Background: an optimization exercise with open tools, aiming at small area, a short achievable clock period and few clock cycles. Do not read the settings as production practice.
The RTL was checked by simulation tests, not by an equivalence proof against the original design.
No activity file was given, so power comes from the tool's default toggle rates.

Setup of P:
Design step_spike_detector, start of the top module:
module step_spike_detector (
    input  logic        i_clk,
    input  logic        i_rst_n,
    input  logic        i_in_valid,
    output logic        o_in_ready,
    input  logic        i_in_operation,
    input  logic [12:0] i_in_accel_x,
    input  logic [12:0] i_in_accel_y,
    input  logic [12:0] i_in_accel_z,
    output logic        o_out_valid,
    input  logic        i_out_ready,
    output logic        o_out_step_detected,
    output logic [12:0] o_out_current_magnitude,
    output logic [12:0] o_out_baseline_magnitude,
    input  logic        i_cfg_we,
    input  logic [0:0]  i_cfg_idx,
    input  logic [12:0] i_cfg_data
);
    localparam int NT = 15;         
    logic          r_rdy;           
    logic          r_t_v;           
    logic          w_adv;           
    logic          w_hz;            
    logic          w_fadv;          
    logic          w_acc;
    logic [NT:1]   r_tv, r_te;      
    logic          r_ev1;           
    logic          r_f_v, r_f_op;
    logic [12:0]   r_f_abs [3];
    assign w_adv      = !r_t_v;
    assign w_hz       = r_f_v && r_f_op && r_tv[1] && r_te[1];
    assign w_fadv     = w_adv && !w_hz;
    assign w_acc      = i_in_valid && r_rdy;
    assign o_in_ready = r_rdy;
    function automatic logic is_ev(input int j);
        is_ev = r_tv[j] && r_te[j];
    endfunction
    function automatic logic [12:0] abs13(input logic [12:0] v);
        abs13 = v[12] ? 13'(~v + 13'd1) : v;
    endfunction
    always_ff @(posedge i_clk) begin
        if (!i_rst_n) r_f_v <= 1'b0;
        else if (w_fadv) r_f_v <= w_acc;
        if (w_fadv) begin
            r_f_op     <= i_in_operation;
            r_f_abs[0] <= abs13(i_in_accel_x);
  ...
==> flow/config.mk <==
export PLATFORM = sky130hd
export DESIGN_NAME = step_spike_detector
export DESIGN_NICKNAME = step_spike_detector
export VERILOG_FILES = /design/flow/design.v
export SDC_FILE = /design/flow/constraint.sdc
export NUM_CORES = 4
export LEC_CHECK = 0
export CAP_MARGIN = 20
export CORE_MARGIN = 2
export CORE_UTILIZATION = 40
export CTS_BUF_LIST = sky130_fd_sc_hd__clkbuf_16
export CTS_CLUSTER_DIAMETER = 100
export CTS_CLUSTER_SIZE = 30
export SLEW_MARGIN = 20
==> flow/constraint.sdc <==
create_clock -name core_clock -period 10.0 [get_ports {i_clk}]
set_input_delay 2.0000 -clock core_clock [delete_from_list [all_inputs] [get_ports {i_clk}]]
set_output_delay 2.0000 -clock core_clock [all_outputs]
set_load 0.01 [all_outputs]
standard.sh (not shown) runs the stock make flow with config.mk's settings and CLKGATE_MAP_FILE= SYNTH_SCRIPT=/design/flow/synth_recipe.tcl, a recipe that flattens the netlist after the stock synthesis.
==> flow/flow/run.sh <==
#!/bin/bash
set -euo pipefail
bash standard.sh SETUP_SLACK_MARGIN=6.7 finish > standard_flow.log 2>&1
Both conditions hold for P: the flow ran to the end and the final layout passed the timing, design-rule and antenna checks.
Testbench counts of P, summed over its fixed seeds: cycles 8,452.
## Diff of input files: Q against P
# P
export LEC_CHECK = 0
export CAP_MARGIN = 20
export CORE_MARGIN = 2
export CORE_UTILIZATION = 40
export CTS_BUF_LIST = sky130_fd_sc_hd__clkbuf_16
export CTS_CLUSTER_DIAMETER = 100
export CTS_CLUSTER_SIZE = 30
export SLEW_MARGIN = 20
create_clock -name core_clock -period 10.0 [get_ports {i_clk}]
# Q
export LEC_CHECK = 0
export CAP_MARGIN = 20
export CORE_MARGIN = 2
export CORE_UTILIZATION = 40
export SLEW_MARGIN = 20
create_clock -name core_clock -period 10.0 [get_ports {i_clk}]
==> flow/flow/run.sh <==
#!/bin/bash
set -euo pipefail
bash standard.sh SETUP_SLACK_MARGIN=6.95 finish > standard_flow.log 2>&1
[summary]
On total global routing overflow, Q and P are neck and neck. Looking at origin of the worst setup path, the r_m[0][7] result is from P; the r_m[0][9] one comes from Q. Against P as the reference, Q delivers a lower post-route fraction of the period consumed by the critical path. Q has global-route track usage on met2 above what P had. Q against P; static leakage is up by a few percent.
[inputs] R vs Q
# Q
export LEC_CHECK = 0
export CAP_MARGIN = 20
export CORE_MARGIN = 2
export CORE_UTILIZATION = 40
export SLEW_MARGIN = 20
create_clock -name core_clock -period 10.0 [get_ports {i_clk}]
# R
export LEC_CHECK = 0
export CAP_MARGIN = 20
export CORE_MARGIN = 2
export CORE_UTILIZATION = 40
export CTS_BUF_LIST = sky130_fd_sc_hd__clkbuf_8 sky130_fd_sc_hd__clkbuf_16
export CTS_CLUSTER_DIAMETER = 100
export CTS_CLUSTER_SIZE = 25
export SLEW_MARGIN = 20
create_clock -name core_clock -period 10.0 [get_ports {i_clk}]
==> flow/flow/run.sh <==
#!/bin/bash
set -euo pipefail
bash standard.sh SETUP_SLACK_MARGIN=6.55 finish > standard_flow.log 2>&1
### Flow results
The setup slack of R is larger than that of Q. R ended up with r_m[0][2] as its launch point of the critical path; Q ended up with r_m[0][9]. The final reports for R and Q show clock network power share lower in the former. R: cell area reported after detailed placement is 0.36% lower than what Q reported.
The inputs of S differ from those of R as listed below.
# R
export LEC_CHECK = 0
export CAP_MARGIN = 20
export CORE_MARGIN = 2
export CORE_UTILIZATION = 40
export CTS_BUF_LIST = sky130_fd_sc_hd__clkbuf_8 sky130_fd_sc_hd__clkbuf_16
export CTS_CLUSTER_DIAMETER = 100
export CTS_CLUSTER_SIZE = 25
export SLEW_MARGIN = 20
create_clock -name core_clock -period 10.0 [get_ports {i_clk}]
# S
export LEC_CHECK = 0
export CAP_MARGIN = 20
export CORE_MARGIN = 2
export CORE_UTILIZATION = 40
export SLEW_MARGIN = 20
create_clock -name core_clock -period 10.0 [get_ports {i_clk}]
==> flow/flow/run.sh <==
#!/bin/bash
set -euo pipefail
bash standard.sh SETUP_SLACK_MARGIN=6.7 finish > standard_flow.log 2>&1
--- outcome ---
R ended up with r_r1[13] as its end point of the critical path; S ended up with r_r1[12]. In the metrics for R and S, the one carrying the higher core occupancy in the finished layout is S. Measured against each other, R and S differ in cell count, the lower figure coming from R. Lower amount of wire on met2 after detailed routing goes to S over R. Diff R -> S: final number of hold-violating endpoints flat, worst setup slack flat. A launch point of the critical path of r_m[0][2] is what R shows, while r_m[0][3] belongs to S. [compare] base=R new=S: finished layout cell area went up by 2500 sq um, share of synthesized flip-flops with an asynchronous set or reset neither gained nor lost much. From R to S the numbers moved as follows: data required time of the worst path higher; half-perimeter wire length after detailed placement has decreased.

========
step_spike_detector again, from the RTL that the note above started with.
==> flow/config.mk <==
export PLATFORM = sky130hd
export DESIGN_NAME = step_spike_detector
export DESIGN_NICKNAME = step_spike_detector
export VERILOG_FILES = /design/flow/design.v
export SDC_FILE = /design/flow/constraint.sdc
export NUM_CORES = 4
export LEC_CHECK = 0
export CAP_MARGIN = 20
export CORE_MARGIN = 2
export CORE_UTILIZATION = 40
export CTS_BUF_LIST = sky130_fd_sc_hd__clkbuf_8 sky130_fd_sc_hd__clkbuf_16
export CTS_CLUSTER_DIAMETER = 100
export CTS_CLUSTER_SIZE = 25
export SLEW_MARGIN = 20
==> flow/constraint.sdc <==
create_clock -name core_clock -period 10.0 [get_ports {i_clk}]
set_input_delay 2.0000 -clock core_clock [delete_from_list [all_inputs] [get_ports {i_clk}]]
set_output_delay 2.0000 -clock core_clock [all_outputs]
set_load 0.01 [all_outputs]
==> flow/flow/run.sh <==
#!/bin/bash
set -euo pipefail
bash standard.sh SETUP_SLACK_MARGIN=6.85 finish > standard_flow.log 2>&1
Testbench counts at the start, summed over its fixed seeds: cycles 8,452.
Then changed:
==> flow/flow/run.sh (replaced) <==
#!/bin/bash
set -euo pipefail
bash standard.sh SETUP_SLACK_MARGIN=6.7 finish > standard_flow.log 2>&1
Wire length goes down by 1.5%.
Non-clock buffer count shrinks by 64.
Sequential share of layout area is higher by 0.90 points.
Utilization is lower by 0.87 points.

-- afterwards: timing with drivers on the ports --
No port has a modelled driver above. Below, the same layouts with a new extraction and two added sets of constraints.
Step 1 assumes that a clkbuf_16 drives the clock port and a buf_2 every other input.
Step 2, shift: input delay + t, output delay - t, t = (earliest + latest rising clock arrival at the registers) / 2. This alone moves slack from input paths to output paths.
a / b / c = no drivers / after step 1 / after step 2; a / b = the first two.
run | t (ns) | setup WS [ns] | hold WS [ns] | worst slew at a driven data input, ns
P | 0.733 | 6.550 / 6.550 / 6.186 | 0.414 / 0.414 / 0.414 | 0.14
Q | 0.762 | 6.582 / 6.582 / 6.260 | 0.390 / 0.390 / 0.390 | 0.14
R | 0.728 | 6.603 / 6.549 / 6.195 | 0.405 / 0.405 / 0.405 | 0.14
S | 0.755 | 6.602 / 6.602 / 6.149 | 0.410 / 0.410 / 0.410 | 0.14
the first run of note 2 | 0.720 | 6.575 / 6.575 / 6.267 | 0.407 / 0.407 / 0.407 | 0.16
the second run of note 2 | 0.728 | 6.611 / 6.611 / 6.140 | 0.403 / 0.403 / 0.403 | 0.15
After both steps setup and hold are still met in every run listed. For the second run of note 2, which loses most, drivers alone change the setup slack by 0.000 ns; drivers and shift together by -0.471 ns.
